This design comes from an exercise in tuning for small area and a short achievable clock period on the open sky130 flow, not from production work. The RTL was checked by simulation tests, not by an equivalence proof against the original design. No activity file was given, so power comes from the tool's default toggle rates.

## flow/design.v (module list and top-level ports; edited modules follow where they fit)
// module fp_exp_stage: 56 lines
// module fp_align_stage: 85 lines
// module fp_mul_tree: 1936 lines
// module fp_add_stage: 49 lines
// module fp_norm_stage: 27 lines
// module fp_alu: 45 lines
module fp_alu (
    input  wire                     FPUCLK,
    input  wire                     RST,
    input  wire fpu_pkg::fp_word_t  a,
    input  wire fpu_pkg::fp_word_t  b,
    input  wire fpu_pkg::fp_op_e    ctrl,
    output fpu_pkg::fp_word_t       out
);
  // ...
==> flow/run.sh <==
#!/bin/bash
# synth_recipe.tcl (not shown) runs the flow's synth.tcl, then flattens the netlist and writes it again
# the make line also repeats each setting of config.mk as NAME=value (left out here)
make -C /OpenROAD-flow-scripts/flow DESIGN_CONFIG=/design/flow/config.mk WORK_HOME=/design/flow/orfs CLKGATE_MAP_FILE= SYNTH_SCRIPT=/design/flow/synth_recipe.tcl finish
==> flow/config.mk <==
export PLATFORM = sky130hd
export DESIGN_NAME = fp_alu
export DESIGN_NICKNAME = fp_alu
export VERILOG_FILES = /design/flow/design.v
export SDC_FILE = /design/flow/constraint.sdc
export NUM_CORES = 4
export LEC_CHECK = 0
export CAP_MARGIN = 20
export CORE_MARGIN = 2
export CORE_UTILIZATION = 40
export CTS_BUF_LIST = sky130_fd_sc_hd__clkbuf_4 sky130_fd_sc_hd__clkbuf_8
export SLEW_MARGIN = 20
==> flow/constraint.sdc <==
create_clock -name core_clock -period 14.5 [get_ports {FPUCLK}]
set_input_delay 2.9000 -clock core_clock [delete_from_list [all_inputs] [get_ports {FPUCLK}]]
set_output_delay 2.9000 -clock core_clock [all_outputs]
set_load 0.01 [all_outputs]
==> summary.txt, run 1 <==
Drt
  – DRC viols: 0
  – Metal3 WL: 7750 microns
  – Final ANT Viol Nets: 0
  – DRT Wirelength: ~84,000 microns

Final layout
  – Most frequent cells in the layout: inv_1, a22oi_1, xnor2_1, fa_1, dfxtp_1
  – Fin cells: 3,736
  – Reg with most FFs: u_exp.s1
  – Repair and plain buffers: 168
  – Area Growth Syn to Fin: 9.89%
  – # diodes: 1
  – # clk buffers: 64
  – # fillers: 6,315

Outcome
  – Outcome: finished clean

Clocking
  – Post_cts resized: 0
  – CTS H-tree depth: 2
  – CTS Hold Buffers Added: 0
  – Clock-pin slew on the worst setup and hold paths: 0.06 ns

Synthesis
  – Synth Area in Adders: 0.272
  – Synth Area in XOR/XNOR: 0.128
  – Synth top cells by count: inv_1, a22oi_1, xnor2_1, fa_1, dfxtp_1
  – Post-synthesis mux area share: 0.0479

Pwr
  – Internal: between 0.002 and 0.003 W
  – Clk network pwr share: 0.121
  – Worst vdd ir: ~0.13 mV

STA
  – Fmax: around 210 MHz
  – Post-route minimum period: 4.73 ns
  – Hold Fails Final Rpt: 0

Place
  – Pre-CTS WS: around 9.1 ns
  – Routability cong.: 0.917

Critical path
  – Worst reg2reg path startpoint: u_exp.s1[31]$_DFF_P_
  – Worst setup SP type: input port
  – Worst setup path endpoint: u_exp.s1[0]$_DFF_P_
  – Worst Path Buf+Inv: 2
  – Crit Path Max Fanout: 7
  – Flop2flop setup slack: 9.79 ns
  – Critical path class: input port to register
  – Crit end category: register
  – CP Data Arrival Time: 5.30 ns
  – Worst-case reg-to-reg path depth: 11

Die
  – Die X: 258 microns
  – Tap cells: about 860

Hold path
  – Worst hold path class: register to register
  – Hold_sp: u_align.s2[66]$_DFF_P_

GRT
  – Largest net degree at the start of global routing: a little under 80
==> inputs of run 2 (changes only) <==
--- a/flow/config.mk
+++ b/flow/config.mk
@@ -10,3 +10,2 @@
 export CORE_UTILIZATION = 40
-export CTS_BUF_LIST = sky130_fd_sc_hd__clkbuf_4 sky130_fd_sc_hd__clkbuf_8
 export SLEW_MARGIN = 20
==> summary.txt, run 2 <==
Clocking
  – Post_cts resized: 0 (unchanged)
  – Latest clock arrival within the worst-skew pair: between 0.5 and 0.6 ns
  – Clock buffer depth: 3
  – CTS H-tree depth: 1 (-1)
  – CTS Hold Buffers Added: 0 (unchanged)
  – Total CTS buffers: 26
  – Root buffer cell: clkbuf_16
  – CTS tree: done
  – Clock-pin slew on the worst setup and hold paths: 0.06 ns (about the same)
  – Clk sink count: 230
  – Post-CTS Setup Bufs: 0

Synthesis
  – Syn. warnings: 8
  – Ranking of synthesized cells by area: fa_1, dfxtp_1, xnor2_1
  – Top-area cell type share of the netlist area: 0.201
  – Synthesized net count: 3,356
  – Most frequent cell after synthesis: inv_1
  – Flops & latches, synth: 230
  – Syn Std Cell Area: 25,900 sq um
  – Number of enable flip-flop cells after synthesis: 0
  – Synth async-reset ratio: 0.152
  – Syn_area_per_cell: 8.98 sq um
  – Synth cell types: 90
  – Top_reg_cell synth: dfxtp_1
  – Mapped Cells: 2,880
  – Post-synthesis sequential area ratio: 0.185
  – Dominant cell type by area after synthesis: fa_1
  – Synth top cells by count: inv_1, a22oi_1, xnor2_1, fa_1, dfxtp_1

Die
  – Initial Util: 0.403
  – Io pins: 101
  – Number of placement rows: 93
  – Die area: 66,700 sq um
  – Die X: 258 microns (unchanged)
  – Die height: 258 microns
  – Core box area: 64,200 sq um

Pwr
  – Worst vdd ir: 0.131 mV (-1.2%)
  – Design Power: 0.00545 W
  – Pwr dens: 192 nW/um^2
  – P_leak: 12.1 nW

STA
  – Final Cycle Share: 0.331
  – Clock skew: 0.0216 ns
  – Worst-Margin Slew: 1.11 ns
  – Setup_tns: 0 ns
  – Fmax: 208 MHz (-1.7%)
  – Unrepaired setup endpoints after global routing: no
  – Setup violators final: 0
  – WHS: 0.325 ns
  – Hold Fails Final Rpt: 0 (unchanged)
  – Final WS setup: about 9.7 ns
  – Post-route minimum period: 4.81 ns (+0.0803 ns)
  – Slew Viols, Final: 0
  – Relative slew slack: 0.255

Drt
  – DR vias: 21,600
  – DRT Wirelength: 82,900 microns (-1.0%)
  – Final ANT Viol Nets: 0 (unchanged)
  – DRC viols: 0 (unchanged)
  – Vias per cell: between 5 and 6
  – Pre-Repair DR Iteration Count: 6
  – DRT iter0 DRCs: 2,111
  – Wire per inst: 22.3 microns

Hold path
  – Worst hold path class: register to register

Final layout
  – Most frequent cells in the layout: inv_1, a22oi_1, xnor2_1, fa_1, dfxtp_1
  – Largest registers: u_exp.s1 (78), u_align.s2 (77), u_add.s3 (40)
  – Commonest non-fill, non-tap cell in the layout: inv_1
  – Share of post-route cells with drive strength above 1: 0.0655
  – Max reg flops: 78
  – Reg with most FFs: u_exp.s1
  – Area Growth Syn to Fin: 9.81% (about the same)
  – # diodes: 0 (-1)
  – Nets: between 3,000 and 4,000
  – # fillers: 6,298 (-0.27%)

GRT
  – Largest net degree at the start of global routing: 78 (unchanged)
  – Total Routing Usage GR: 0.246
  – First-pass GRT wire length: about 130,000 microns
  – Vias in the first global route: 22,600
  – Grt total ovfl: 0
  – Initial antenna violation count: 2

Critical path
  – Worst path cell trace: clkdlybuf4s50_1 > inv_1 > ha_1 > a21o_1 > a21oi_1 > nor2b_1 > o21ai_0 > nand2b_1 > a21oi_1 > o221ai_1 > a221oi_1 > o21a_1
  – Crit path max-delay family: compound AO/OA/AOI/OAI gates
  – Worst Path Buf+Inv: 2 (unchanged)
  – Crit Path Max Fanout: 7 (unchanged)
  – Cell mode on critical path: a21oi_1
  – Worst endpoint required time: ~15 ns
  – Crit end category: register
  – Crit path largest cell delay: between 0.6 and 0.7 ns
  – Worst setup SP type: input port
  – Critical path class: input port to register
  – CP Data Arrival Time: 5.31 ns (about the same)
  – Slowest cell on the critical path: clkdlybuf4s50_1

Flow run
  – # Max-Cap Violations: 0

Outcome
  – Outcome: finished clean

Place
  – IO buf count: 100
  – DP HPWL: 57,000 microns
  – Pre-CTS WS: 9.08 ns (unchanged)
  – Routability cong.: 0.917 (unchanged)
[run 2: cells by family (layout without fill, tap and decap cells)]
group / count (synthesis) / after routing / share of synthesized area
flip-flops: 230 / 230 / 0.185
XOR/XNOR: 378 / 378 / 0.128
adder cells (fa/ha/maj): 407 / 407 / 0.272
buffers and inverters: 571 / 547 / 0.0839
AND/OR/NAND/NOR: 471 / 471 / 0.0885
multiplexers: 98 / 98 / 0.0479
AO/OA/AOI/OAI: 725 / 725 / 0.194
[run 2: layout make-up]
cell class                 instances  area, sq um  area share
clock buffer                      37          742      0.0261
clock inverter                    10          124     0.00436
inverter                         332         1250      0.0439
multi-input combinational       2079        18900       0.666
sequential                       230         4790       0.169
tap                              855         1070      0.0377
timing repair buffer             168         1510      0.0532
[run 2: per-layer routing]
layer / up-vias / global-route usage / share of wire
met4: 2 / 0.110 / 0.047
met5: - / 0 / 0.00016
li1: 9697 / - / -
met2: 1117 / 0.410 / 0.46
met3: 293 / 0.0476 / 0.090
met1: 10500 / 0.311 / 0.40
[run 2: path summary, 6_finish.rpt]
check / from / endpoint / slack, ns / cells past startpoint
max in group asynchronous: RST / u_norm.out[0]$_DFFE_PN0P_ / 11.45 / 2
setup / recovery: b[17] / u_exp.s1[0]$_DFF_P_ / 9.69 / 12
min in group asynchronous: RST / u_add.v3$_DFF_PN0_ / 2.75 / 2
hold / removal: u_align.s2[76]$_DFF_P_ / u_add.s3[40]$_DFF_P_ / 0.33 / 0
hold reg to reg: u_align.s2[76]$_DFF_P_ / u_add.s3[40]$_DFF_P_ / 0.33 / 0
setup reg to reg: u_exp.s1[31]$_DFF_P_ / u_align.s2[64]$_DFF_P_ / 9.79 / 15
[run 2: where the power goes]
group	switching [W]	internal [W]	total (W)
Sequential	0.000110	0.000797	0.000907
Clock	0.000272	0.000392	0.000664
Combinational	0.00225	0.00163	0.00388
Total	0.00263	0.00282	0.00545
[run 2: stage by stage]
stage	util	instances	area, sq um
after floorplan	-	2880	25900
after global placement	0.429	3664	27500
after detailed placement	0.429	3664	27500
after CTS	0.442	3711	28400
after global routing	0.442	3711	28400
final	0.442	3711	28400

[re-timing with driven ports]
Ports are ideal in the flow. The routed layouts listed here were re-timed in OpenROAD. Step 1: set_driving_cell puts a clkbuf_16 on FPUCLK and a buf_2 on each other input, an assumption about the parent block. Step 2 moves the port delays by t, midway between the first and last clock arrival at a register: inputs arrive t later, outputs are due t later. That takes back most of the time a late clock gives input paths. Three values: ideal, step 1, step 2; two values: the first two.
run | t, ns | setup WS [ns] | worst hold slack (ns) | worst setup path after step 2 | worst data-port slew with drivers (ns)
run 1 | 0.684 | 9.775 / 9.789 / 9.124 | 0.327 / 0.327 / 0.327 | input to register | 0.05
run 2 | 0.624 | 9.694 / 9.727 / 9.103 | 0.325 / 0.325 / 0.325 | input to register | 0.05
After both steps every run listed still meets setup and hold. The setup slack of run 1, which loses most, moves by +0.014 ns with the drivers and by -0.651 ns with both steps.
